Background: an optimization exercise with open tools, aiming at small area, a short achievable clock period and few clock cycles per item. Do not read the settings as production practice.
Only simulation tests tie the RTL to the original design; equivalence was not proved.
Power is estimated from default activity; no workload was simulated.

==> design/flow/design.v <==
package tts_pkg;
   localparam int DEF_MAX_ENTRIES = 16;
   localparam logic [63:0] KERNEL_ROOT_RESET = 64'h0;
   localparam logic [63:0] BOOT_STACK_RESET  = 64'h0000_0000_0009_F000;
   localparam int CSR_ADDR_W = 4;
   localparam logic CSR_KERNEL_ROOT = 1'b0;
   localparam logic CSR_BOOT_STACK  = 1'b1;
   localparam logic [2:0] OP_TICK    = 3'd0;
   localparam logic [2:0] OP_IRQ     = 3'd1;
   localparam logic [2:0] OP_BLOCK   = 3'd2;
   localparam logic [2:0] OP_UNBLOCK = 3'd3;
   localparam logic [2:0] OP_EXIT    = 3'd4;
   localparam logic [2:0] OP_ADD     = 3'd5;
   typedef enum logic [1:0] {
      TS_READY      = 2'd0,
      TS_RUNNING    = 2'd1,
      TS_BLOCKED    = 2'd2,
      TS_TERMINATED = 2'd3
   } thr_state_type;
   typedef struct packed {
      logic [2:0]  op;
      logic [63:0] current_context;
      logic [63:0] new_context;
      logic [63:0] new_stack_top;
      logic [63:0] new_space_root;
   } req_item_type;
   typedef struct packed {
      logic        switched;
      logic [3:0]  thread_index;
      logic [63:0] resume_context;
      logic [63:0] kernel_stack;
      logic [63:0] space_root;
      logic        status;
      logic [4:0]  thread_count;
   } rsp_item_type;
   typedef struct packed {
      logic [63:0] kernel_root;
      logic [63:0] boot_stack_top;
   } cfg_type;
   typedef struct packed {
      logic exec;     
      logic load;     
   } cmd_type;
endpackage
import tts_pkg::*;
module tts_csr
(
   input  logic                  clock,
   input  logic                  reset,
   input  logic                  psel,
   input  logic                  penable,
   input  logic                  pwrite,
   input  logic [tts_pkg::CSR_ADDR_W-1:0] paddr,
   input  logic [63:0]           pwdata,
   output logic [63:0]           prdata,
   output tts_pkg::cfg_type               cfg
);
   logic [63:0] kernel_root_ff;
   logic [63:0] boot_stack_ff;
   logic        wr_en;
   logic        sel;
   assign wr_en = psel & penable & pwrite;
   assign sel   = paddr[3];
   always_ff @(posedge clock) begin
      if (reset) begin
         kernel_root_ff <= KERNEL_ROOT_RESET;
         boot_stack_ff  <= BOOT_STACK_RESET;
      end else if (wr_en) begin
         if (sel == CSR_BOOT_STACK) begin
            boot_stack_ff <= pwdata;
         end else begin
            kernel_root_ff <= pwdata;
         end
      end
   end
   assign prdata = (sel == CSR_KERNEL_ROOT) ? kernel_root_ff : boot_stack_ff;
   assign cfg.kernel_root    = kernel_root_ff;
   assign cfg.boot_stack_top = boot_stack_ff;
endmodule
import tts_pkg::*;
module tts_ctrl
(
   input  logic    clock,
   input  logic    reset,
   input  logic    req_valid,
   output logic    req_stall,
   output logic    rsp_valid,
   input  logic    rsp_stall,
   output tts_pkg::cmd_type cmd
);
   logic s_valid_ff;
   logic o_valid_ff;
   assign cmd.load  = ~o_valid_ff | ~rsp_stall;
   assign req_stall = s_valid_ff & ~cmd.load;
   assign cmd.exec  = req_valid & ~req_stall;
   always_ff @(posedge clock) begin
      if (reset) begin
         s_valid_ff <= 1'b0;
         o_valid_ff <= 1'b0;
      end else begin
         s_valid_ff <= cmd.exec | (s_valid_ff & ~cmd.load);
         if (cmd.load) o_valid_ff <= s_valid_ff;
      end
   end
   assign rsp_valid = o_valid_ff;
endmodule
import tts_pkg::*;
module tts_dp
#(
   parameter int MAX_ENTRIES = tts_pkg::DEF_MAX_ENTRIES
) (
   input  logic         clock,
   input  logic         reset,
   input  tts_pkg::cmd_type      cmd,
   input  tts_pkg::cfg_type      cfg,
   input  tts_pkg::req_item_type req_item,
   output tts_pkg::rsp_item_type rsp_item
);
   localparam int N     = MAX_ENTRIES;
   localparam int IDX_W = $clog2(MAX_ENTRIES);
   localparam int CNT_W = $clog2(MAX_ENTRIES + 1);
   localparam logic [N-1:0] OH_0  = 1;
   localparam logic [N-1:0] OH_1  = 2;
   localparam logic [N-1:0] OH_01 = 3;
   logic [1:0]       st_ff [0:N-1];
   logic [1:0]       st_in [0:N-1];
   logic [IDX_W-1:0] cur_ff, cur_in;
   logic [N-1:0]     cur_oh_ff, cur_oh_in;     
   logic [CNT_W-1:0] cnt_ff, cnt_in;
   logic [N-1:0]     rng_ff, rng_in;           
   logic             sw_ff, sw_in;
   logic             status_ff, status_in;
   logic [N-1:0]     sel_sw_ff;                
   logic [63:0] ctx_mem  [0:N-1];
   logic [63:0] stk_mem  [1:N-1];
   logic [63:0] root_mem [1:N-1];
   logic op_tbe, op_irq, op_unb, op_add;
   assign op_tbe = (req_item.op == OP_TICK) || (req_item.op == OP_BLOCK) ||
                   (req_item.op == OP_EXIT);
   assign op_irq = (req_item.op == OP_IRQ);
   assign op_unb = (req_item.op == OP_UNBLOCK);
   assign op_add = (req_item.op == OP_ADD);
   function automatic logic [N-1:0] first_oh(input logic [N-1:0] v);
      logic [N-1:0] r;
      logic         seen;
      seen = 1'b0;
      for (int i = 0; i < N; i++) begin
         r[i] = v[i] & ~seen;
         seen = seen | v[i];
      end
      first_oh = r;
   endfunction
   function automatic logic [IDX_W-1:0] oh_enc(input logic [N-1:0] v);
      logic [IDX_W-1:0] r;
      r = '0;
      for (int i = 0; i < N; i++) begin
         if (v[i]) r = r | 4'(i);
      end
      oh_enc = r;
   endfunction
   logic         multi;
   logic         cur_run;
   logic         cur_live;      
   logic [1:0]   cur_st_tick;   
   logic [N-1:0] rdy_base;
   logic [N-1:0] blk;
   logic [N-1:0] other;
   logic [N-1:0] above;         
   logic [N-1:0] hi;
   logic [N-1:0] pick_oh;
   logic         pick_found;
   logic [N-1:0] mid_rdy;
   logic         c1, c2;
   logic [N-1:0] best_oh;
   logic         irq_sw;
   logic [N-1:0] add_oh;        
   logic       cur0;
   logic [1:0] st0;
   assign cur0     = cur_oh_ff[0];
   assign st0      = st_ff[0];
   assign multi    = rng_ff[1];
   assign cur_run  = !cur0 || (st0 == TS_RUNNING);
   assign cur_live = !cur0 || (st0 == TS_RUNNING) || (st0 == TS_READY);
   assign cur_st_tick = (!cur0 || (st0 == TS_RUNNING)) ? TS_READY : st0;
   always_comb begin
      for (int i = 0; i < N; i++) begin
         rdy_base[i] = rng_ff[i] && (st_ff[i] == TS_READY);
         blk[i]      = rng_ff[i] && (st_ff[i] == TS_BLOCKED);
      end
      above[0] = 1'b0;
      for (int i = 1; i < N; i++) above[i] = above[i-1] | cur_oh_ff[i-1];
      add_oh[0] = 1'b0;
      for (int i = 1; i < N; i++) add_oh[i] = rng_ff[i-1] & ~rng_ff[i];
   end
   assign other      = rdy_base & ~cur_oh_ff;
   assign hi         = other & above;
   assign pick_oh    = (|hi) ? first_oh(hi) : first_oh(other);
   assign pick_found = |other;
   assign mid_rdy = rdy_base & ~OH_01;
   assign c1      = rdy_base[1] && !cur_oh_ff[1];
   assign c2      = !rdy_base[1] && (|mid_rdy) && cur0;
   assign irq_sw  = c1 || c2;
   assign best_oh = c1 ? OH_1 : first_oh(mid_rdy);
   logic save;
   always_comb begin
      for (int i = 0; i < N; i++) st_in[i] = st_ff[i];
      cur_oh_in = cur_oh_ff;
      cnt_in    = cnt_ff;
      rng_in    = rng_ff;
      sw_in     = 1'b0;
      status_in = 1'b0;
      save      = 1'b0;
      if (op_tbe) begin
         if (!multi) begin
            if (req_item.op == OP_BLOCK) st_in[0] = TS_BLOCKED;
            if (req_item.op == OP_EXIT)  st_in[0] = TS_TERMINATED;
         end else begin
            save = 1'b1;
            if (pick_found) begin
               for (int i = 0; i < N; i++) begin
                  if (cur_oh_ff[i]) begin
                     if (req_item.op == OP_BLOCK)     st_in[i] = TS_BLOCKED;
                     else if (req_item.op == OP_EXIT) st_in[i] = TS_TERMINATED;
                     else                             st_in[i] = cur_st_tick;
                  end
                  if (pick_oh[i]) st_in[i] = TS_RUNNING;
               end
               cur_oh_in = pick_oh;
               sw_in     = 1'b1;
            end else begin
               for (int i = 0; i < N; i++) if (cur_oh_ff[i]) st_in[i] = TS_RUNNING;
               sw_in = (req_item.op == OP_TICK) && cur_live;
            end
         end
      end
      if (op_irq) begin
         if (multi && irq_sw) begin
            save = 1'b1;
            for (int i = 0; i < N; i++) begin
               if (cur_oh_ff[i] && cur_run) st_in[i] = TS_READY;
               if (best_oh[i])              st_in[i] = TS_RUNNING;
            end
            cur_oh_in = best_oh;
            sw_in     = 1'b1;
         end
      end
      if (op_unb) begin
         for (int i = 0; i < N; i++) if (blk[i]) st_in[i] = TS_READY;
      end
      if (op_add) begin
         if (rng_ff[N-1]) begin
            status_in = 1'b1;
         end else begin
            cnt_in = cnt_ff + 5'd1;
            rng_in = rng_ff | add_oh;
         end
      end
   end
   assign cur_in = oh_enc(cur_oh_in);
   always_ff @(posedge clock) begin
      if (reset) begin
         for (int i = 0; i < N; i++) begin
            st_ff[i] <= (i == 0) ? TS_RUNNING : TS_READY;
         end
         cur_ff    <= '0;
         cur_oh_ff <= OH_0;
         cnt_ff    <= 5'd1;
         rng_ff    <= OH_0;
      end else if (cmd.exec) begin
         for (int i = 0; i < N; i++) st_ff[i] <= st_in[i];
         cur_ff    <= cur_in;
         cur_oh_ff <= cur_oh_in;
         cnt_ff    <= cnt_in;
         rng_ff    <= rng_in;
      end
   end
   always_ff @(posedge clock) begin
      if (cmd.exec) begin
         sw_ff     <= sw_in;
         status_ff <= status_in;
         sel_sw_ff <= sw_in ? cur_oh_in : '0;
      end
   end
   logic [63:0] ctx_wdata;
   assign ctx_wdata = op_add ? req_item.new_context : req_item.current_context;
   always_ff @(posedge clock) begin
      for (int i = 0; i < N; i++) begin
         if (cmd.exec && ((save && cur_oh_ff[i]) || (op_add && add_oh[i])))
            ctx_mem[i] <= ctx_wdata;
      end
   end
   always_ff @(posedge clock) begin
      for (int i = 1; i < N; i++) begin
         if (cmd.exec && op_add && add_oh[i]) begin
            stk_mem[i]  <= req_item.new_stack_top;
            root_mem[i] <= req_item.new_space_root;
         end
      end
   end
   logic [63:0] rd_ctx, rd_stk, rd_root;
   always_comb begin
      rd_ctx  = '0;
      rd_stk  = cur_oh_ff[0] ? cfg.boot_stack_top : 64'd0;
      rd_root = sel_sw_ff[0] ? cfg.kernel_root    : 64'd0;
      for (int i = 0; i < N; i++) begin
         rd_ctx = rd_ctx | (sel_sw_ff[i] ? ctx_mem[i] : 64'd0);
      end
      for (int i = 1; i < N; i++) begin
         rd_stk  = rd_stk  | (cur_oh_ff[i] ? stk_mem[i]  : 64'd0);
         rd_root = rd_root | (sel_sw_ff[i] ? root_mem[i] : 64'd0);
      end
   end
   tts_pkg::rsp_item_type rsp_ff;
   always_ff @(posedge clock) begin
      if (cmd.load) begin
         rsp_ff.switched       <= sw_ff;
         rsp_ff.thread_index   <= cur_ff;
         rsp_ff.resume_context <= rd_ctx;
         rsp_ff.kernel_stack   <= rd_stk;
         rsp_ff.space_root     <= rd_root;
         rsp_ff.status         <= status_ff;
         rsp_ff.thread_count   <= cnt_ff;
      end
   end
   assign rsp_item = rsp_ff;
endmodule
import tts_pkg::*;
module thread_table_scheduler_core
#(
   parameter int MAX_ENTRIES = tts_pkg::DEF_MAX_ENTRIES
) (
   input  logic                  clock,
   input  logic                  reset,
   input  logic                  req_valid,
   output logic                  req_stall,
   input  logic [258:0]          req_item,
   output logic                  rsp_valid,
   input  logic                  rsp_stall,
   output logic [202:0]          rsp_item,
   input  logic                  psel,
   input  logic                  penable,
   input  logic                  pwrite,
   input  logic [tts_pkg::CSR_ADDR_W-1:0] paddr,
   input  logic [63:0]           pwdata,
   output logic [63:0]           prdata,
   output logic                  pready
);
   tts_pkg::cmd_type      cmd;
   tts_pkg::cfg_type      cfg;
   tts_pkg::req_item_type req_s;
   tts_pkg::rsp_item_type rsp_s;
   assign req_s    = req_item;
   assign rsp_item = rsp_s;
   assign pready = 1'b1;
   tts_csr u_csr (
      .clock   (clock),
      .reset   (reset),
      .psel    (psel),
      .penable (penable),
      .pwrite  (pwrite),
      .paddr   (paddr),
      .pwdata  (pwdata),
      .prdata  (prdata),
      .cfg     (cfg)
   );
   tts_ctrl u_ctrl (
      .clock     (clock),
      .reset     (reset),
      .req_valid (req_valid),
      .req_stall (req_stall),
      .rsp_valid (rsp_valid),
      .rsp_stall (rsp_stall),
      .cmd       (cmd)
   );
   tts_dp #(
      .MAX_ENTRIES (MAX_ENTRIES)
   ) u_dp (
      .clock    (clock),
      .reset    (reset),
      .cmd      (cmd),
      .cfg      (cfg),
      .req_item (req_s),
      .rsp_item (rsp_s)
   );
endmodule
==> design/flow/flow/run.sh <==
#!/bin/bash
# Standard layout with two changes:
#  - port buffers use the smallest buffer cell (buffer_ports -buffer_cell)
#  - CTS with clkbuf_8, larger sink clusters and no dummy loads
# Each tool's full output goes to ORFS's own logs under orfs/logs; make's
# output goes to standard.log here.
set -euo pipefail
export BUFFER_PORTS_ARGS="-buffer_cell sky130_fd_sc_hd__buf_1"
export CTS_ARGS="-sink_clustering_enable -repair_clock_nets -buf_list sky130_fd_sc_hd__clkbuf_8 -dont_use_dummy_load -sink_clustering_size 16 -sink_clustering_max_diameter 100"
bash standard.sh > standard.log 2>&1
==> design/flow/standard.sh <==
#!/bin/bash
# synth_recipe.tcl (not shown) runs the flow's synth.tcl, then flattens the netlist and writes it again
# the make line also repeats each setting of config.mk as NAME=value (left out here)
make -C /OpenROAD-flow-scripts/flow DESIGN_CONFIG=/design/flow/config.mk WORK_HOME=/design/flow/orfs CLKGATE_MAP_FILE= SYNTH_SCRIPT=/design/flow/synth_recipe.tcl "${@:-finish}"
==> design/flow/config.mk <==
export PLATFORM = sky130hd
export DESIGN_NAME = thread_table_scheduler_core
export DESIGN_NICKNAME = thread_table_scheduler_core
export VERILOG_FILES = /design/flow/design.v
export SDC_FILE = /design/flow/constraint.sdc
export NUM_CORES = 4
export LEC_CHECK = 0
export ABC_AREA = 1
export CAP_MARGIN = 20
export CORE_MARGIN = 2
export CORE_UTILIZATION = 60
export PLACE_DENSITY = 0.7
export SETUP_SLACK_MARGIN = 3.3
export SLEW_MARGIN = 20
==> design/flow/constraint.sdc <==
create_clock -name core_clock -period 7.0 [get_ports {clock}]
set_input_delay 1.4000 -clock core_clock [delete_from_list [all_inputs] [get_ports {clock}]]
set_output_delay 1.4000 -clock core_clock [all_outputs]
set_load 0.01 [all_outputs]
==> results of run 1 <==
## sequential cells by signal, indices dropped and copies added (netlist names)
signal                cells
u_dp.ctx_mem           1024
u_dp.root_mem           960
u_dp.stk_mem            960
u_dp.rsp_ff             203
u_csr.boot_stack_ff      64
u_csr.kernel_root_ff     64
u_dp.st_ff               32
u_dp.cur_oh_ff           16
u_dp.sel_sw_ff           16
u_dp.rng_ff              15
u_dp.cnt_ff               5
u_dp.cur_ff               4
u_ctrl.o_valid_ff         1
u_ctrl.s_valid_ff         1
u_dp.status_ff            1
u_dp.sw_ff                1
## layout by cell type, fill, tap and decap left out, types with 7 or more instances in the layout
master     instances
o32ai_4           15
dfxtp_4           10
o21ai_0          231
nor3_1            24
nand2_2           15
a21oi_1          173
clkbuf_8         230
a221o_1           12
o21ai_1           17
dfxtp_2            8
edfxtp_1        3165
buf_4             92
nand4_1          379
nand2_1         2439
a22o_1            29
dfxtp_1          184
buf_12            65
nor2_2             8
o211ai_1          35
o2111ai_1         23
nand3_1          296
buf_1            592
o21ai_2            9
a221oi_1         552
diode_2           38
nor2_1           210
nor2_4            23
buf_6              7
inv_1            173
inv_2             14
## worst max-delay path, stage by stage
cell and delay [ps]:
clkbuf_16 190, buf_16 230, o21ai_2 280, buf_1 190
## cell type report
class | instances | share of cell area, %
antenna | 38 | 0.0707
clock buffer | 229 | 2.34
inverter | 195 | 0.555
multi-input combinational | 4567 | 17.4
sequential | 3367 | 73.7
tap | 2704 | 2.52
timing repair buffer | 773 | 3.42
timing repair inverter | 1 | 0.00558
## kinds of logic after synthesis
family,count (synthesis),share of synthesized area [%]
simple gates,3431,11.7
flops,3367,79.6
compound gates,1132,6.62
buf+inv,659,2.05
fa+ha+maj,1,0.0101
other cells,1,0.00301
## path summary, 6_finish.rpt
kind | start | to | cells after the start
max | paddr[3] | prdata[1] | 4
min | u_dp.status_ff | u_dp.rsp_ff[5] | 0
max reg2reg | u_dp.sel_sw_ff[0] | u_dp.rsp_ff[37] | 9
min reg2reg | u_dp.status_ff | u_dp.rsp_ff[5] | 0
## what timing repair did
item	CTS	global route
gates cloned	6	4
hold buffers	0	0
gates resized for setup	39	28
setup buffers	14	12
pin swaps	5	5
endpoints found under the setup margin	578	369
## metal layers
| layer | up-vias | wire (um) |
|---|---|---|
| li1 | 33100 | - |
| met1 | 38700 | 131000 |
| met2 | 4377 | 165000 |
| met3 | 651 | 37000 |
| met4 | 52 | 16700 |
| met5 | - | 318 |
## power by group
group	internal [uW]	total [uW]	switching, uW
Combinational	444	1870	1420
Sequential	22200	22300	140
Clock	2910	8660	5750
Total	25500	32800	7310
## through the flow
stage	hold slack [ps]	total power [uW]	cells
2_1_floorplan	400	23600	8591
3_3_place_gp	424	24500	11600
3_5_place_dp	414	24600	11600
4_1_cts	460	32900	11800
5_1_grt	466	33700	11900
6_report	448	32800	11900
==> impl_metrics.ini, run 1 <==
[clock_network]
clock_latency_ps = 1080
cts_tree = done
cts.clk_slew.worst_paths_ps = 100
clockBufferDepth = 3
cts_buffers = 229
cts_root_buf = clkbuf_8
clock_sinks = 3367
h-tree-depth = 4

[cells_and_area]
final_cell_area_um2 = 134000
syn2layout_area_growth_pct = 8.08
drive_gt1_share_pct = 6.17
ff_latch_area_um2 = 99100
fin_nets = 9469
fill_cells = 14400
multiInputGateArea_um2 = 23400
fin_util_pct = 65.1

[placed_design]
port_buffers = 599
place_hpwl_um = 193000
placed_cell_area_um2 = 131000
pre_cts_ws_ps = 2070
place.gp.congestion = 0.935

[critical_path]
end_kind = output port
crit_type = primary input to output port
start_kind = primary input
reg2reg_slack_ps = 3390
path_max_fanout = 27
required_ps = 5600
cp.arrival_ps = 2350

[route]
wire_per_inst_um = 29.5
via_per_inst = 6.47
vias = 76900
drc_errors = 0
drtIter0Drc = 10300
wl_um = 351000
dr.pass1.iters = 8
antenna_left = 0

[logic_synthesis]
ys_seq_area_share_pct = 79.6
synth_area_leaders = edfxtp_1 (76%), nand2_1 (7.4%), a221oi_1 (3.9%), dfxtp_1 (3.2%), nand4_1 (1.9%)
syn_inst = 8591
synth_top_area_cell = edfxtp_1
ys_ff_latch = 3367
yosysTopAreaCellShare_pct = 76.4
syn-num-nets = 8926
netlist_area_um2 = 124000
ys_warn_count = 8
synth_cell_type_count = 54
yosysMostFrequentCell = edfxtp_1
synth_edf_count = 3165
synth.avg_cell_area_um2 = 14.5
synthArstFlopShare_pct = 0
synth_flop_cell = edfxtp_1
synthTopCellsByCount = edfxtp_1 (3165), nand2_1 (2444), a221oi_1 (552)

[timing]
hold_violations = 0
drv_slew = 0
skew_ps = 112
setup_tns_ps = 0
timing.fmax_mhz = 266
timing.final.ws_setup_ps = 3250
setup-violations-final = 0
rsz0062_at_grt = true
period_minus_slack_ps = 3750
worstMarginPinSlew_ps = 1240
period_share_pct = 53.6
timing.slew.headroom_pct = 17.6

[global_route]
antenna_found_initial = 65
grt_overflow = 0
use_met3_pct = 7.20
grt_max_degree = 129
grt_use_total_pct = 32.7
top_usage_layer = met2
grt_pass1_vias = 73700
use_met2_pct = 51.6
grt_pass1_wl_um = 498000
grt_util_met1_pct = 43.8

[floorplan]
die_h_um = 459
design.core.area_um2 = 207000
die_w_um = 459
pin_count = 604
die-area_um2 = 211000
rows = 167
initial_core_util_pct = 60.2

[outcome]
status = timing/DRC/antenna clean

[min_path]
hp-class = flip-flop to flip-flop

[pwr]
power.leakage_uw = 0.0422
p_per_area_nw_per_um2 = 244
irDropWorstVdd_v = 0.000229

[run]
maxCapViolCount = 0
Testbench counts, summed over its fixed seeds: cycles 12,864, items 12,800.
==> run 2: changes to the inputs <==
--- a/design/flow/design.v
+++ b/design/flow/design.v
@@ -62,17 +62,39 @@
    assign wr_en = psel & penable & pwrite;
    assign sel   = paddr[3];
-   always_ff @(posedge clock) begin
-      if (reset) begin
-         kernel_root_ff <= KERNEL_ROOT_RESET;
-         boot_stack_ff  <= BOOT_STACK_RESET;
-      end else if (wr_en) begin
-         if (sel == CSR_BOOT_STACK) begin
-            boot_stack_ff <= pwdata;
-         end else begin
-            kernel_root_ff <= pwdata;
-         end
+   logic we_k, hold_k, we_b, hold_b;
+   assign we_k   = wr_en && (sel == CSR_KERNEL_ROOT) && !reset;
+   assign hold_k = !(wr_en && (sel == CSR_KERNEL_ROOT)) && !reset;
+   assign we_b   = wr_en && (sel == CSR_BOOT_STACK) && !reset;
+   assign hold_b = !(wr_en && (sel == CSR_BOOT_STACK)) && !reset;
+   logic [63:0] kernel_root_d;
+   logic [63:0] boot_stack_d;
+   for (genvar b = 0; b < 64; b++) begin : g_bit
+      if (KERNEL_ROOT_RESET[b]) begin : g_k1
+         tts_ao221 u_k (.a1(pwdata[b]), .a2(we_k), .b1(kernel_root_ff[b]), .b2(hold_k),
+                        .c(reset), .y(kernel_root_d[b]));
+      end else begin : g_k0
+         tts_ao22 u_k (.a1(pwdata[b]), .a2(we_k), .b1(kernel_root_ff[b]), .b2(hold_k),
+                       .y(kernel_root_d[b]));
+      end
+      if (BOOT_STACK_RESET[b]) begin : g_b1
+         tts_ao221 u_b (.a1(pwdata[b]), .a2(we_b), .b1(boot_stack_ff[b]), .b2(hold_b),
+                        .c(reset), .y(boot_stack_d[b]));
+      end else begin : g_b0
+         tts_ao22 u_b (.a1(pwdata[b]), .a2(we_b), .b1(boot_stack_ff[b]), .b2(hold_b),
+                       .y(boot_stack_d[b]));
       end
    end
-   assign prdata = (sel == CSR_KERNEL_ROOT) ? kernel_root_ff : boot_stack_ff;
+   always_ff @(posedge clock) begin
+      kernel_root_ff <= kernel_root_d;
+      boot_stack_ff  <= boot_stack_d;
+   end
+   logic sel_n;
+   assign sel_n = !sel;
+   for (genvar b = 0; b < 64; b++) begin : g_rd
+      logic nb, nk;
+      tts_nand2b u_nb (.a(boot_stack_ff[b]),  .b(sel),   .y(nb));
+      tts_nand2b u_nk (.a(kernel_root_ff[b]), .b(sel_n), .y(nk));
+      tts_nand2b u_o  (.a(nb), .b(nk), .y(prdata[b]));
+   end
    assign cfg.kernel_root    = kernel_root_ff;
    assign cfg.boot_stack_top = boot_stack_ff;
@@ -284,45 +306,170 @@
    logic [63:0] ctx_wdata;
    assign ctx_wdata = op_add ? req_item.new_context : req_item.current_context;
-   always_ff @(posedge clock) begin
+   logic [N-1:0] ctx_we, tab_we;
+   always_comb begin
       for (int i = 0; i < N; i++) begin
-         if (cmd.exec && ((save && cur_oh_ff[i]) || (op_add && add_oh[i])))
-            ctx_mem[i] <= ctx_wdata;
+         ctx_we[i] = cmd.exec && ((save && cur_oh_ff[i]) || (op_add && add_oh[i]));
+         tab_we[i] = cmd.exec && op_add && add_oh[i];
       end
    end
+   logic [63:0] ctx_d  [0:N-1];
+   logic [63:0] stk_d  [1:N-1];
+   logic [63:0] root_d [1:N-1];
+   for (genvar i = 0; i < N; i++) begin : g_ctx
+      tts_hold u_hold (.we(ctx_we[i]), .we_n(~ctx_we[i]), .wd(ctx_wdata),
+                       .q(ctx_mem[i]), .d(ctx_d[i]));
+   end
+   for (genvar i = 1; i < N; i++) begin : g_tab
+      tts_hold u_hold_stk  (.we(tab_we[i]), .we_n(~tab_we[i]), .wd(req_item.new_stack_top),
+                            .q(stk_mem[i]), .d(stk_d[i]));
+      tts_hold u_hold_root (.we(tab_we[i]), .we_n(~tab_we[i]), .wd(req_item.new_space_root),
+                            .q(root_mem[i]), .d(root_d[i]));
+   end
    always_ff @(posedge clock) begin
+      for (int i = 0; i < N; i++) ctx_mem[i] <= ctx_d[i];
       for (int i = 1; i < N; i++) begin
-         if (cmd.exec && op_add && add_oh[i]) begin
-            stk_mem[i]  <= req_item.new_stack_top;
-            root_mem[i] <= req_item.new_space_root;
-         end
+         stk_mem[i]  <= stk_d[i];
+         root_mem[i] <= root_d[i];
       end
    end
-   logic [63:0] rd_ctx, rd_stk, rd_root;
+   logic [64*N-1:0] ctx_rows, stk_rows, root_rows;
    always_comb begin
-      rd_ctx  = '0;
-      rd_stk  = cur_oh_ff[0] ? cfg.boot_stack_top : 64'd0;
-      rd_root = sel_sw_ff[0] ? cfg.kernel_root    : 64'd0;
-      for (int i = 0; i < N; i++) begin
-         rd_ctx = rd_ctx | (sel_sw_ff[i] ? ctx_mem[i] : 64'd0);
-      end
+      for (int i = 0; i < N; i++) ctx_rows[64*i +: 64] = ctx_mem[i];
+      stk_rows[63:0]  = cfg.boot_stack_top;
+      root_rows[63:0] = cfg.kernel_root;
       for (int i = 1; i < N; i++) begin
-         rd_stk  = rd_stk  | (cur_oh_ff[i] ? stk_mem[i]  : 64'd0);
-         rd_root = rd_root | (sel_sw_ff[i] ? root_mem[i] : 64'd0);
+         stk_rows[64*i +: 64]  = stk_mem[i];
+         root_rows[64*i +: 64] = root_mem[i];
       end
    end
-   tts_pkg::rsp_item_type rsp_ff;
+   logic [63:0] rd_ctx, rd_stk, rd_root;
+   tts_rdmux u_rd_ctx  (.sel(sel_sw_ff), .rows(ctx_rows),  .q(rd_ctx));
+   tts_rdmux u_rd_stk  (.sel(cur_oh_ff), .rows(stk_rows),  .q(rd_stk));
+   tts_rdmux u_rd_root (.sel(sel_sw_ff), .rows(root_rows), .q(rd_root));
+   tts_pkg::rsp_item_type rsp_ff, rsp_new, rsp_d;
+   assign rsp_new.switched       = sw_ff;
+   assign rsp_new.thread_index   = cur_ff;
+   assign rsp_new.resume_context = rd_ctx;
+   assign rsp_new.kernel_stack   = rd_stk;
+   assign rsp_new.space_root     = rd_root;
+   assign rsp_new.status         = status_ff;
+   assign rsp_new.thread_count   = cnt_ff;
+   tts_hold #(.W(203)) u_hold_rsp (
+      .we(cmd.load), .we_n(~cmd.load), .wd(rsp_new), .q(rsp_ff), .d(rsp_d)
+   );
    always_ff @(posedge clock) begin
-      if (cmd.load) begin
-         rsp_ff.switched       <= sw_ff;
-         rsp_ff.thread_index   <= cur_ff;
-         rsp_ff.resume_context <= rd_ctx;
-         rsp_ff.kernel_stack   <= rd_stk;
-         rsp_ff.space_root     <= rd_root;
-         rsp_ff.status         <= status_ff;
-         rsp_ff.thread_count   <= cnt_ff;
-      end
+      rsp_ff <= rsp_d;
    end
    assign rsp_item = rsp_ff;
 endmodule
+module tts_rdmux
+(
+   input  logic [15:0] sel,
+   input  logic [1023:0] rows,
+   output logic [63:0]   q
+);
+   logic [63:0] n [0:5];
+   for (genvar g = 0; g < 5; g++) begin : g_aoi
+      tts_aoi222 u_aoi (
+         .a  (rows[64*(3*g)   +: 64]), .sa (sel[3*g]),
+         .b  (rows[64*(3*g+1) +: 64]), .sb (sel[3*g+1]),
+         .c  (rows[64*(3*g+2) +: 64]), .sc (sel[3*g+2]),
+         .y  (n[g])
+      );
+   end
+   tts_nand2v u_last (.a(rows[64*15 +: 64]), .sa(sel[15]), .y(n[5]));
+   tts_nand6v u_out  (.a(n[0]), .b(n[1]), .c(n[2]), .d(n[3]), .e(n[4]), .f(n[5]), .y(q));
+endmodule
+module tts_aoi222
+(
+   input  logic [63:0] a,
+   input  logic        sa,
+   input  logic [63:0] b,
+   input  logic        sb,
+   input  logic [63:0] c,
+   input  logic        sc,
+   output logic [63:0] y
+);
+   for (genvar k = 0; k < 64; k++) begin : g_bit
+      tts_aoi222b u_bit (.a(a[k]), .sa(sa), .b(b[k]), .sb(sb), .c(c[k]), .sc(sc), .y(y[k]));
+   end
+endmodule
+module tts_aoi222b
+(
+   input  logic a,
+   input  logic sa,
+   input  logic b,
+   input  logic sb,
+   input  logic c,
+   input  logic sc,
+   output logic y
+);
+   assign y = ~((a & sa) | (b & sb) | (c & sc));
+endmodule
+module tts_nand2v
+(
+   input  logic [63:0] a,
+   input  logic        sa,
+   output logic [63:0] y
+);
+   for (genvar k = 0; k < 64; k++) begin : g_bit
+      tts_nand2b u_bit (.a(a[k]), .b(sa), .y(y[k]));
+   end
+endmodule
+module tts_nand2b
+(
+   input  logic a,
+   input  logic b,
+   output logic y
+);
+   assign y = ~(a & b);
+endmodule
+module tts_nand6v
+(
+   input  logic [63:0] a,
+   input  logic [63:0] b,
+   input  logic [63:0] c,
+   input  logic [63:0] d,
+   input  logic [63:0] e,
+   input  logic [63:0] f,
+   output logic [63:0] y
+);
+   assign y = ~(a & b & c & d & e & f);
+endmodule
+module tts_hold
+#(
+   parameter int W = 64
+) (
+   input  logic         we,
+   input  logic         we_n,
+   input  logic [W-1:0] wd,
+   input  logic [W-1:0] q,
+   output logic [W-1:0] d
+);
+   for (genvar b = 0; b < W; b++) begin : g_bit
+      tts_ao22 u_bit (.a1(wd[b]), .a2(we), .b1(q[b]), .b2(we_n), .y(d[b]));
+   end
+endmodule
+module tts_ao22
+(
+   input  logic a1,
+   input  logic a2,
+   input  logic b1,
+   input  logic b2,
+   output logic y
+);
+   assign y = (a1 & a2) | (b1 & b2);
+endmodule
+module tts_ao221
+(
+   input  logic a1,
+   input  logic a2,
+   input  logic b1,
+   input  logic b2,
+   input  logic c,
+   output logic y
+);
+   assign y = (a1 & a2) | (b1 & b2) | c;
+endmodule
 import tts_pkg::*;
 module thread_table_scheduler_core
--- a/design/flow/flow/run.sh
+++ b/design/flow/flow/run.sh
@@ -7,4 +7,4 @@
 set -euo pipefail
 export BUFFER_PORTS_ARGS="-buffer_cell sky130_fd_sc_hd__buf_1"
-export CTS_ARGS="-sink_clustering_enable -repair_clock_nets -buf_list sky130_fd_sc_hd__clkbuf_8 -dont_use_dummy_load -sink_clustering_size 16 -sink_clustering_max_diameter 100"
+export CTS_ARGS="-sink_clustering_enable -repair_clock_nets -buf_list sky130_fd_sc_hd__clkbuf_8 -dont_use_dummy_load -sink_clustering_size 12 -sink_clustering_max_diameter 80"
 bash standard.sh > standard.log 2>&1
--- a/design/flow/config.mk
+++ b/design/flow/config.mk
@@ -6,9 +6,9 @@
 export NUM_CORES = 4
 export LEC_CHECK = 0
-export ABC_AREA = 1
 export CAP_MARGIN = 20
 export CORE_MARGIN = 2
 export CORE_UTILIZATION = 60
 export PLACE_DENSITY = 0.7
-export SETUP_SLACK_MARGIN = 3.3
+export SETUP_SLACK_MARGIN = 3.6
 export SLEW_MARGIN = 20
+export SYNTH_HIERARCHICAL = 1
==> impl_metrics.ini, run 2 <==
[clock_network]
clock_latency_ps = 1140
cts_root_buf = clkbuf_8
clock_sinks = 3367
clockBufferDepth = 4
cts_hold_buf = 0
cts_buffers = 331
h-tree-depth = 5
cts.clk_slew.worst_paths_ps = 80
cts_tree = done

[timing]
timing.fmax_mhz = 272
period_minus_slack_ps = 3670
timing.slew.headroom_pct = 12.6
worstMarginPinSlew_ps = 1310
rsz0062_at_grt = true
setup_tns_ps = 0
skew_ps = 93.6
drv_slew = 0
hold_violations = 0
setup-violations-final = 0
period_share_pct = 52.5

[global_route]
grt_pass1_vias = 102000
top_usage_layer = met2
grt_util_met1_pct = 61.4
antenna_found_initial = 60
use_met2_pct = 67.2
grt_max_degree = 129
use_met3_pct = 16.1
grt_use_total_pct = 47.5
grt_overflow = 0
grt_pass1_wl_um = 702000

[pwr]
combPwrFrac_pct = 9.2
internal-power_uw = 25600
switchingPower_uw = 9100
p_per_area_nw_per_um2 = 267
power.leakage_uw = 0.0494
pwr-share-clk_pct = 30.9
seqPwrFrac_pct = 59.9
irDropWorstVdd_v = 0.000207
switching_share_pct = 26.2

[critical_path]
path_max_fanout = 7
crit_type = primary input to output port
required_ps = 5600
cp.arrival_ps = 2270
end_kind = output port
start_kind = primary input

[cells_and_area]
layout_common_cells = dfxtp_1 (3329), a22o_1 (3272), a222oi_1 (960)
final_common_cell = dfxtp_1
layout.cells.non_filler = 13000
largest_registers = u_dp.ctx_mem x1024, u_dp.root_mem x960, u_dp.stk_mem x960
fin_util_pct = 68.3
drive_gt1_share_pct = 8.84
largest_reg_flops = 1024
fin_nets = 10800
syn2layout_area_growth_pct = 13.1
regMostFlops = u_dp.ctx_mem

[logic_synthesis]
synthArstFlopShare_pct = 0
synth_top_family_by_area = compound AO/OA/AOI/OAI gates
yosys-mux-area-fraction_pct = 0
synthTopCellsByCount = dfxtp_1 (3349), a22o_1 (3272), a222oi_1 (960)
ys_ff_latch = 3367
yosys.area_share.xor_xnor_pct = 0.0381
synthSimpleGateAreaFrac_pct = 5.96
yosysMostFrequentCell = dfxtp_1
ys_warn_count = 24
synth_area_leaders = dfxtp_1 (58%), a22o_1 (25%), a222oi_1 (8.4%), nand2_1 (2.1%), and4_1 (1.5%)
yosysTopAreaCellShare_pct = 58.3
ys_seq_area_share_pct = 58.8
synth_top_area_cell = dfxtp_1
synth_compound_area_share_pct = 34.8
synth_edf_count = 18
netlist_area_um2 = 115000
synth_adder_area_share_pct = 0.0109
synth.avg_cell_area_um2 = 12.3
synth_flop_cell = dfxtp_1
syn-num-nets = 9659
syn_inst = 9324
synth_cell_type_count = 85

[outcome]
status = timing/DRC/antenna clean

[route]
wl_um = 495000
via_per_inst = 8.20
antenna_left = 0
drc_errors = 0
vias = 107000
drtIter0Drc = 24200
dr.pass1.iters = 14
wire_per_inst_um = 38.0

[floorplan]
design.core.area_um2 = 190000
die-area_um2 = 195000
rows = 160
die_h_um = 442
pin_count = 604
die_w_um = 442
initial_core_util_pct = 60.4

[run]
maxCapViolCount = 0

[placed_design]
dp_cells = 12500
place_hpwl_um = 235000
port_buffers = 599
place.gp.congestion = 0.894

[min_path]
hp-class = flip-flop to flip-flop
-- run 2: Yosys stat by module (local to each module, per instance), excerpt --
module,cell area (um^2),copies in the design,cells,flip-flops and latches
thread_table_scheduler_core,11.3,1,2,0
tts_csr,2600,1,135,128
tts_ao22,8.76,3269,1,0
tts_aoi222b,10.0,960,1,0
tts_nand2b,3.75,384,1,0
tts_nand6v,881,3,128,0
tts_ctrl,82.6,1,10,2
tts_ao221,10.0,6,1,0
-- run 2: path summary, 6_finish.rpt --
path / startpoint / to / slack, ps / cells past startpoint
setup / recovery: paddr[3] / prdata[46] / 3330 / 6
hold / removal: u_dp.rsp_ff[171] / u_dp.rsp_ff[171] / 470 / 1
setup reg to reg: u_dp.cur_oh_ff[8] / u_dp.cur_ff[1] / 3570 / 10
hold reg to reg: u_dp.rsp_ff[171] / u_dp.rsp_ff[171] / 470 / 1
-- run 2: cell families (layout without fill, tap and decap cells) --
kind of cell,Yosys count,after routing
AO/OA/AOI/OAI,4493,4493
flip-flops,3367,3367
AND/OR/NAND/NOR,1333,1333
buffers and inverters,124,1265
XOR/XNOR,5,5
adder cells (fa/ha/maj),1,1
other,1,51
-- run 2: layout make-up --
type,instances,area (um^2)
Sequential cell,3367,67700
Tap cell,2511,3140
Timing Repair Buffer,879,5930
Clock buffer,331,4560
Fill cell,14200,60300
Inverter,48,429
Timing Repair inverter,7,210
Multi-Input combinational cell,5833,48100
Antenna cell,50,125
-- run 2: timing repair --
item	4_1_cts	5_1_grt
gates cloned	17	4
endpoints found under the setup margin	1749	1376
gates resized for setup	240	204
setup buffers	57	33
pin swaps	32	26
-- run 2: power groups by stage --
| stage | sequential, uW | combinational [uW] | clock, uW |
|---|---|---|---|
| after floorplan | 21200 | 1430 | 0 |
| after global placement | 21200 | 2700 | 0 |
| after detailed placement | 21200 | 2770 | 0 |
| after CTS | 20800 | 2970 | 10600 |
| after global routing | 20900 | 3270 | 11300 |
| final | 20800 | 3180 | 10700 |
-- run 2: critical path, cell delays in order --
cell and delay, ps:
clkbuf_16 210, clkinv_16 160, clkbuf_16 220, nand2_1 60
nand2_1 50, buf_2 130
-- run 2: routing by layer --
layer,part of all wire [%],vias up
met5,0.037,-
met4,7.4,24
met3,16,1939
met2,41,10500
met1,36,52200
li1,-,42100
-- run 2: metrics by stage --
stage               hold slack, ps  area (um^2)  power, uW  setup WS (ps)
global placement               453       122000      23900           1640
CTS                            474       129000      34300           3360
finish                         473       130000      34700           3330
global route                   487       130000      35400           3340
detailed placement             452       122000      24000           1530
floorplan                      442       115000      22600          -1560
Testbench counts of run 2, summed over its fixed seeds: cycles 12,864, items 12,800.
==> run 3: changes to the inputs <==
--- a/design/flow/design.v
+++ b/design/flow/design.v
@@ -344,18 +344,24 @@
    end
    logic [63:0] rd_ctx, rd_stk, rd_root;
-   tts_rdmux u_rd_ctx  (.sel(sel_sw_ff), .rows(ctx_rows),  .q(rd_ctx));
-   tts_rdmux u_rd_stk  (.sel(cur_oh_ff), .rows(stk_rows),  .q(rd_stk));
-   tts_rdmux u_rd_root (.sel(sel_sw_ff), .rows(root_rows), .q(rd_root));
-   tts_pkg::rsp_item_type rsp_ff, rsp_new, rsp_d;
-   assign rsp_new.switched       = sw_ff;
-   assign rsp_new.thread_index   = cur_ff;
-   assign rsp_new.resume_context = rd_ctx;
-   assign rsp_new.kernel_stack   = rd_stk;
-   assign rsp_new.space_root     = rd_root;
-   assign rsp_new.status         = status_ff;
-   assign rsp_new.thread_count   = cnt_ff;
-   tts_hold #(.W(203)) u_hold_rsp (
-      .we(cmd.load), .we_n(~cmd.load), .wd(rsp_new), .q(rsp_ff), .d(rsp_d)
+   tts_pkg::rsp_item_type rsp_ff, rsp_d;
+   logic [N-1:0] rsel_sw, rsel_cur;
+   logic         hold_rsp;
+   assign rsel_sw  = sel_sw_ff & {N{cmd.load}};
+   assign rsel_cur = cur_oh_ff & {N{cmd.load}};
+   assign hold_rsp = ~cmd.load;
+   tts_rdmux u_rd_ctx  (.sel(rsel_sw),  .rows(ctx_rows),  .hold(hold_rsp),
+                        .qold(rsp_ff.resume_context), .q(rsp_d.resume_context));
+   tts_rdmux u_rd_stk  (.sel(rsel_cur), .rows(stk_rows),  .hold(hold_rsp),
+                        .qold(rsp_ff.kernel_stack),   .q(rsp_d.kernel_stack));
+   tts_rdmux u_rd_root (.sel(rsel_sw),  .rows(root_rows), .hold(hold_rsp),
+                        .qold(rsp_ff.space_root),     .q(rsp_d.space_root));
+   logic [10:0] meta_new, meta_ff, meta_d;
+   assign meta_new = {sw_ff, cur_ff, status_ff, cnt_ff};
+   assign meta_ff  = {rsp_ff.switched, rsp_ff.thread_index, rsp_ff.status,
+                      rsp_ff.thread_count};
+   tts_hold #(.W(11)) u_hold_meta (
+      .we(cmd.load), .we_n(hold_rsp), .wd(meta_new), .q(meta_ff), .d(meta_d)
    );
+   assign {rsp_d.switched, rsp_d.thread_index, rsp_d.status, rsp_d.thread_count} = meta_d;
    always_ff @(posedge clock) begin
       rsp_ff <= rsp_d;
@@ -365,6 +371,8 @@
 module tts_rdmux
 (
-   input  logic [15:0] sel,
+   input  logic [15:0]   sel,
    input  logic [1023:0] rows,
+   input  logic          hold,
+   input  logic [63:0]   qold,
    output logic [63:0]   q
 );
@@ -379,5 +387,8 @@
    end
    tts_nand2v u_last (.a(rows[64*15 +: 64]), .sa(sel[15]), .y(n[5]));
-   tts_nand6v u_out  (.a(n[0]), .b(n[1]), .c(n[2]), .d(n[3]), .e(n[4]), .f(n[5]), .y(q));
+   for (genvar k = 0; k < 64; k++) begin : g_out
+      tts_fin u_fin (.a(n[0][k]), .b(n[1][k]), .c(n[2][k]), .d(n[3][k]), .e(n[4][k]),
+                     .f(n[5][k]), .q(qold[k]), .h(hold), .y(q[k]));
+   end
 endmodule
 module tts_aoi222
@@ -425,15 +436,17 @@
    assign y = ~(a & b);
 endmodule
-module tts_nand6v
+module tts_fin
 (
-   input  logic [63:0] a,
-   input  logic [63:0] b,
-   input  logic [63:0] c,
-   input  logic [63:0] d,
-   input  logic [63:0] e,
-   input  logic [63:0] f,
-   output logic [63:0] y
+   input  logic a,
+   input  logic b,
+   input  logic c,
+   input  logic d,
+   input  logic e,
+   input  logic f,
+   input  logic q,
+   input  logic h,
+   output logic y
 );
-   assign y = ~(a & b & c & d & e & f);
+   assign y = ~(a & b & c & d & e & f) | (q & h);
 endmodule
 module tts_hold
--- a/design/flow/flow/run.sh
+++ b/design/flow/flow/run.sh
@@ -7,4 +7,4 @@
 set -euo pipefail
 export BUFFER_PORTS_ARGS="-buffer_cell sky130_fd_sc_hd__buf_1"
-export CTS_ARGS="-sink_clustering_enable -repair_clock_nets -buf_list sky130_fd_sc_hd__clkbuf_8 -dont_use_dummy_load -sink_clustering_size 12 -sink_clustering_max_diameter 80"
+export CTS_ARGS="-sink_clustering_enable -repair_clock_nets -buf_list sky130_fd_sc_hd__clkbuf_8 -dont_use_dummy_load -sink_clustering_size 14 -sink_clustering_max_diameter 90"
 bash standard.sh > standard.log 2>&1
--- a/design/flow/config.mk
+++ b/design/flow/config.mk
@@ -8,6 +8,6 @@
 export CAP_MARGIN = 20
 export CORE_MARGIN = 2
-export CORE_UTILIZATION = 60
-export PLACE_DENSITY = 0.7
+export CORE_UTILIZATION = 50
+export PLACE_DENSITY = 0.6
 export SETUP_SLACK_MARGIN = 3.6
 export SLEW_MARGIN = 20
==> impl_metrics.ini, run 3 <==
[cells_and_area]
regMostFlops = u_dp.ctx_mem
ff_latch_area_um2 = 67600
fin_nets = 10600
final_common_cell = dfxtp_1
drive_gt1_share_pct = 8.98
syn2layout_area_growth_pct = 12.9
largest_registers = u_dp.ctx_mem x1024, u_dp.root_mem x960, u_dp.stk_mem x960
final_cell_area_um2 = 129000
layout_common_cells = dfxtp_1 (3326), a22o_1 (3077), a222oi_1 (960)
largest_reg_flops = 1024
fill_cells = 18800
multiInputGateArea_um2 = 47400

[global_route]
grt_pass1_wl_um = 688000
grt_pass1_vias = 97400
grt_use_total_pct = 39.5
grt_overflow = 0
grt_max_degree = 129
antenna_found_initial = 64

[timing]
hold_violations = 0
hold_ws_ps = 476
skew_ps = 76.0
drv_slew = 0
timing.fmax_mhz = 272
timing.slew.headroom_pct = 12.9
worstMarginPinSlew_ps = 1310
setup-violations-final = 0
period_minus_slack_ps = 3680
rsz0062_at_grt = true
period_share_pct = 52.6

[logic_synthesis]
ys_ff_latch = 3367
ys_warn_count = 24
synth_area_leaders = dfxtp_1 (59%), a22o_1 (24%), a222oi_1 (8.4%), nand2_1 (2.0%), and4_1 (1.5%)
synth_edf_count = 18
synth_top_area_cell = dfxtp_1
synthArstFlopShare_pct = 0
synthTopCellsByCount = dfxtp_1 (3349), a22o_1 (3077), a222oi_1 (960)
synth_flop_cell = dfxtp_1
synth.avg_cell_area_um2 = 12.5
netlist_area_um2 = 114000
ys_seq_area_share_pct = 59.2
yosysMostFrequentCell = dfxtp_1
syn-num-nets = 9494
syn_inst = 9159
yosysTopAreaCellShare_pct = 58.7
synth_cell_type_count = 84

[critical_path]
path_max_fanout = 6
required_ps = 5600
cp_cell_sequence = clkbuf_16, buf_16, clkbuf_16, nand2_2, nand2_1, buf_2
cp.arrival_ps = 2280
crit_slowest_cell = clkbuf_16
crit_type = primary input to output port
cp_num_buf_inv = 4
max_stage_delay_ps = 210
end_kind = output port
start_kind = primary input
crit_top_cell = clkbuf_16
critPathTopFamily = buffers and inverters

[route]
drc_errors = 0
via_per_inst = 7.70
antenna_left = 0
drtIter0Drc = 20200
vias = 102000
dr.pass1.iters = 17
wl_um = 490000
wire_per_inst_um = 36.9

[clock_network]
h-tree-depth = 5
clockBufferDepth = 4
clock_latency_ps = 1100
cts_buffers = 290
clock_sinks = 3367
cts_root_buf = clkbuf_8
cts.clk_slew.worst_paths_ps = 100
cts_tree = done

[pwr]
p_total_uw = 33800
p_per_area_nw_per_um2 = 262
irDropWorstVdd_v = 0.000158
power.leakage_uw = 0.0476

[floorplan]
initial_core_util_pct = 50.3
design.core.area_um2 = 227000
die_w_um = 482
pin_count = 604
die-area_um2 = 232000
rows = 175
die_h_um = 482

[min_path]
hp-class = flip-flop to flip-flop

[placed_design]
place_hpwl_um = 249000
placed_cell_area_um2 = 123000
port_buffers = 599
place.gp.congestion = 0.895

[run]
maxCapViolCount = 0

[outcome]
status = timing/DRC/antenna clean
## run 3: worst reg2reg max path: stages (launching register included)
cell     delay, ps
dfxtp_2        450
or3b_2         530
and3_1         230
and3_4         210
a21o_4         280
a21oi_4        290
buf_4          270
a21oi_4         80
buf_12         270
inv_2          180
buf_8          300
a22o_1         280
## run 3: report_power, final
| part | total, uW | leakage (uW) | internal (uW) | switching, uW |
|---|---|---|---|---|
| Sequential | 20700 | 0.0274 | 20100 | 631 |
| Clock | 10100 | 0.00209 | 3730 | 6360 |
| Combinational | 2960 | 0.0182 | 1100 | 1860 |
| Total | 33800 | 0.0476 | 24900 | 8850 |
## run 3: metrics by stage
step	TNS [ps]	worst slack [ps]	instances	util, %
finish	0	3320	13300	56.8
global route	0	3340	13300	56.7
CTS	0	3310	13200	56.1
detailed placement	0	1580	12900	53.9
global placement	0	1630	12900	53.9
floorplan	-2981420	-1650	9159	-
## run 3: cell type report
class	instances	share of cell area, %
flip-flops and latches	3367	52.4
multi-input cells	5671	36.7
repair buffers	835	4.38
clock buffers	290	3.09
well taps	3009	2.92
inverters	57	0.300
repair inverters	5	0.0805
diodes	37	0.0718
## run 3: logic make-up after synthesis
family	count (synthesis)	synth area share [%]
AOI/OAI and AO/OA	4296	33.5
DFF	3367	59.2
and+or+nand+nor	1301	6.16
buffers and inverters	122	0.427
muxes	66	0.648
xor gates and xnor gates	5	0.0383
adders and majority gates	1	0.0110
other	1	0.00328
## run 3: modules after synthesis, one instance, submodules excluded, excerpt
| module | cell area (um^2) | times used | cells inside | flops+latches |
|---|---|---|---|---|
| tts_aoi222b | 10.0 | 960 | 1 | 0 |
| tts_fin | 18.8 | 192 | 3 | 0 |
| tts_csr | 2600 | 1 | 135 | 128 |
| thread_table_scheduler_core | 11.3 | 1 | 2 | 0 |
| tts_ao221 | 10.0 | 6 | 1 | 0 |
| tts_ctrl | 82.6 | 1 | 10 | 2 |
| tts_ao22 | 8.76 | 3077 | 1 | 0 |
| tts_nand2b | 3.75 | 384 | 1 | 0 |
## run 3: metal layers
metal  track usage [%]  share of wire [%]  vias to the layer above
met2              56.3                 42                     8373
met1              54.9                 40                    51200
met4              19.5                5.0                       56
met3              10.8                 14                     1327
met5             0.388              0.097                        -
li1                  -                  -                    41200
## run 3: repair_timing
action	4_1_cts	5_1_grt
setup endpoints to repair	1782	1419
hold buffers	0	0
gates cloned	7	15
resized for setup	176	246
setup buffers	31	12
endpoints found under the hold margin	0	0
pin swaps	12	40
## run 3: final timing paths
kind                  startpoint  slack, ps  depth (start not counted)              endpoint
min reg2reg  u_dp.stk_mem[4][40]        480                          2      u_dp.rsp_ff[110]
max reg2reg       u_dp.rng_ff[4]       3600                         11  u_dp.ctx_mem[13][17]
max                     paddr[3]       3320                          6             prdata[1]
min          u_dp.stk_mem[4][40]        480                          2      u_dp.rsp_ff[110]
Testbench counts of run 3, summed over its fixed seeds: cycles 12,864, items 12,800.
==> run 4: changes to the inputs <==
--- a/design/flow/config.mk
+++ b/design/flow/config.mk
@@ -8,6 +8,6 @@
 export CAP_MARGIN = 20
 export CORE_MARGIN = 2
-export CORE_UTILIZATION = 50
-export PLACE_DENSITY = 0.6
+export CORE_UTILIZATION = 60
+export PLACE_DENSITY = 0.7
 export SETUP_SLACK_MARGIN = 3.6
 export SLEW_MARGIN = 20
==> impl_metrics.ini, run 4 <==
[cells_and_area]
largest_reg_flops = 1024
fin_util_pct = 68.0
drive_gt1_share_pct = 9.51
layout.cells.non_filler = 12800
largest_registers = u_dp.ctx_mem x1024, u_dp.root_mem x960, u_dp.stk_mem x960
syn2layout_area_growth_pct = 12.8
layout_common_cells = dfxtp_1 (3325), a22o_1 (3077), a222oi_1 (960)
fill_cells = 14000
regMostFlops = u_dp.ctx_mem
multiInputGateArea_um2 = 47800
ff_latch_area_um2 = 67600
fin_nets = 10500
final_common_cell = dfxtp_1

[timing]
setup-violations-final = 0
rsz0062_at_grt = true
drv_slew = 0
skew_ps = 69.3
timing.fmax_mhz = 269
hold_ws_ps = 480
timing.slew.headroom_pct = 14.9
period_share_pct = 53.0
period_minus_slack_ps = 3710
hold_violations = 0
worstMarginPinSlew_ps = 1280

[critical_path]
cp_num_cells = 7
path_max_fanout = 7
start_kind = primary input
crit_top_cell = nand2_1
cp_num_buf_inv = 5
crit_type = primary input to output port
required_ps = 5600
critPathTopFamily = buffers and inverters
crit_slowest_cell = clkbuf_16
max_stage_delay_ps = 180
cp.arrival_ps = 2310
end_kind = output port
cp_cell_sequence = clkbuf_16, buf_4, buf_12, inv_12, nand2_1, nand2_1, buf_2
reg2reg_depth = 10

[logic_synthesis]
ys_ff_latch = 3367
synth.avg_cell_area_um2 = 12.5
synthArstFlopShare_pct = 0
ys_seq_area_share_pct = 59.2
ys_warn_count = 24
synth_area_leaders = dfxtp_1 (59%), a22o_1 (24%), a222oi_1 (8.4%), nand2_1 (2.0%), and4_1 (1.5%)
synth_cell_type_count = 84
netlist_area_um2 = 114000
synth_top_area_cell = dfxtp_1
synth_edf_count = 18
yosysMostFrequentCell = dfxtp_1
synth_flop_cell = dfxtp_1
yosysTopAreaCellShare_pct = 58.7
syn_inst = 9159
synthTopCellsByCount = dfxtp_1 (3349), a22o_1 (3077), a222oi_1 (960)
syn-num-nets = 9494

[global_route]
top_usage_layer = met2
grt_overflow = 0
use_met2_pct = 64.3
grt_pass1_vias = 98900
grt_use_total_pct = 46.1
grt_max_degree = 129
antenna_found_initial = 59
use_met3_pct = 13.2
grt_pass1_wl_um = 674000
grt_util_met1_pct = 62.7

[floorplan]
pin_count = 604
design.core.area_um2 = 190000
die_h_um = 440
initial_core_util_pct = 60.3
die_w_um = 440
die-area_um2 = 194000
rows = 160

[pwr]
p_total_uw = 33700
power.leakage_uw = 0.0479
irDropWorstVdd_v = 0.000184
p_per_area_nw_per_um2 = 262

[route]
wire_per_inst_um = 37.1
antenna_left = 0
vias = 104000
wl_um = 474000
via_per_inst = 8.13
drtIter0Drc = 22400
drc_errors = 0
dr.pass1.iters = 14

[clock_network]
h-tree-depth = 5
cts_root_buf = clkbuf_8
clock_sinks = 3367
clock_latency_ps = 1140
cts_tree = done
clockBufferDepth = 4
cts_buffers = 290
cts.clk_slew.worst_paths_ps = 80

[placed_design]
dp_cells = 12400
place.gp.congestion = 0.903
place_hpwl_um = 233000
port_buffers = 599

[run]
maxCapViolCount = 0

[outcome]
status = timing/DRC/antenna clean

[min_path]
hp-class = flip-flop to flip-flop
min_path_cells = 1
==> run 4: changes by cell type in the layout (fill, tap and decap cells not counted), moves of 4 or more <==
cell	change
buf_16	+6
buf_2	-7
buf_4	-19
buf_6	+18
clkbuf_16	-7
clkbuf_2	-8
diode_2	+16
inv_2	-4
inv_6	+4
nand2_1	-64
nand2_2	+9
nand2_4	+59
nand2_8	-4
==> run 4: repair_timing <==
action,4_1_cts,5_1_grt
hold buffers,0,0
setup endpoints to repair,1586,1535
buffers inserted,34,7
gates cloned,21,2
resized for setup,419,149
pin swaps,57,41
==> run 4: power breakdown <==
group / leakage (uW) / internal (uW) / switching [uW] / total [uW]
Clock: 0.00209 / 3730 / 6300 / 10000
Combinational: 0.0185 / 1100 / 1860 / 2960
Sequential: 0.0274 / 20100 / 622 / 20700
==> run 4: logic make-up after synthesis <==
group | Yosys count | share of synthesized area (%)
AND/OR/NAND/NOR | 1301 | 6.16
flip-flops | 3367 | 59.2
AO/OA/AOI/OAI | 4296 | 33.5
adder cells (fa/ha/maj) | 1 | 0.0110
other | 1 | 0.00328
XOR/XNOR | 5 | 0.0383
buffers and inverters | 122 | 0.427
multiplexers | 66 | 0.648
==> run 4: per-module statistics from Yosys, one instance, submodules excluded, a selection <==
module | area [um^2] | flip-flops and latches
tts_csr | 2600 | 128
tts_ctrl | 82.6 | 2
tts_fin | 18.8 | 0
thread_table_scheduler_core | 11.3 | 0
tts_ao221 | 10.0 | 0
tts_aoi222b | 10.0 | 0
tts_ao22 | 8.76 | 0
tts_nand2b | 3.75 | 0
==> run 4: area by class of cell <==
type	instances	share of cell area [%]
inverter	57	0.301
clock buffer	290	3.10
timing repair buffer	813	4.36
timing repair inverter	6	0.0922
tap	2511	2.44
antenna	53	0.103
multi-input combinational	5673	37.1
sequential	3367	52.5
==> run 4: worst paths after layout <==
check                        endpoint  slack [ps]                 from
setup / recovery           prdata[11]        3290             paddr[3]
hold reg to reg   u_dp.ctx_mem[0][60]         480  u_dp.ctx_mem[0][60]
hold / removal    u_dp.ctx_mem[0][60]         480  u_dp.ctx_mem[0][60]
setup reg to reg  u_dp.ctx_mem[0][34]        3610       u_dp.rng_ff[5]
==> run 4: worst reg2reg max path, delay by kind of cell, from the launching register on <==
family / cells / cell delay, ps
buf+inv: 3 / 1020
compound gates: 3 / 840
flops: 1 / 430
simple gates: 4 / 1030
==> run 4: per-layer routing <==
metal / routed length (um) / up-vias / share of wire, %
met2: 194000 / 9957 / 41
met1: 175000 / 50900 / 37
met4: 32500 / 18 / 6.9
li1: - / 41200 / -
met3: 72300 / 1767 / 15
met5: 101 / - / 0.021
==> run 4: per-stage QoR <==
step	instance area, um^2	setup slack [ps]	setup TNS, ps
floorplan	114000	-1650	-2981420
global placement	122000	1650	0
detailed placement	122000	1540	0
CTS	128000	3320	0
global route	129000	3300	0
finish	129000	3290	0

==> afterwards: timing with drivers on the ports <==
How much do the figures lean on ideal ports? The routed layouts below were timed once more, with nothing changed but the port constraints.
Step 1: set_driving_cell puts a clkbuf_16 on clock and a buf_2 on each other input, an assumption about the parent block.
Step 2 times the ports against the registers' clock, not the clock port: input delays grow and output delays shrink by t, the midpoint of the rising clock arrivals with the driver on.
Slacks: ideal / step 1 / step 2; pairs: ideal / step 1.
| run | t (ns) | slack for setup (ns) | latest minus earliest clock arrival (ns) |
|---|---|---|---|
| run 1 | 1.114 | 3.247 / 3.133 / 2.377 | 0.124 / 0.124 |
| run 2 | 1.183 | 3.327 / 3.065 / 2.417 | 0.094 / 0.094 |
| run 3 | 1.154 | 3.317 / 3.069 / 2.380 | 0.078 / 0.078 |
| run 4 | 1.204 | 3.288 / 3.158 / 2.450 | 0.070 / 0.070 |
After both steps every run listed still meets setup and hold. For run 3, which loses most, drivers alone change the setup slack by -0.248 ns; drivers and shift together by -0.937 ns.
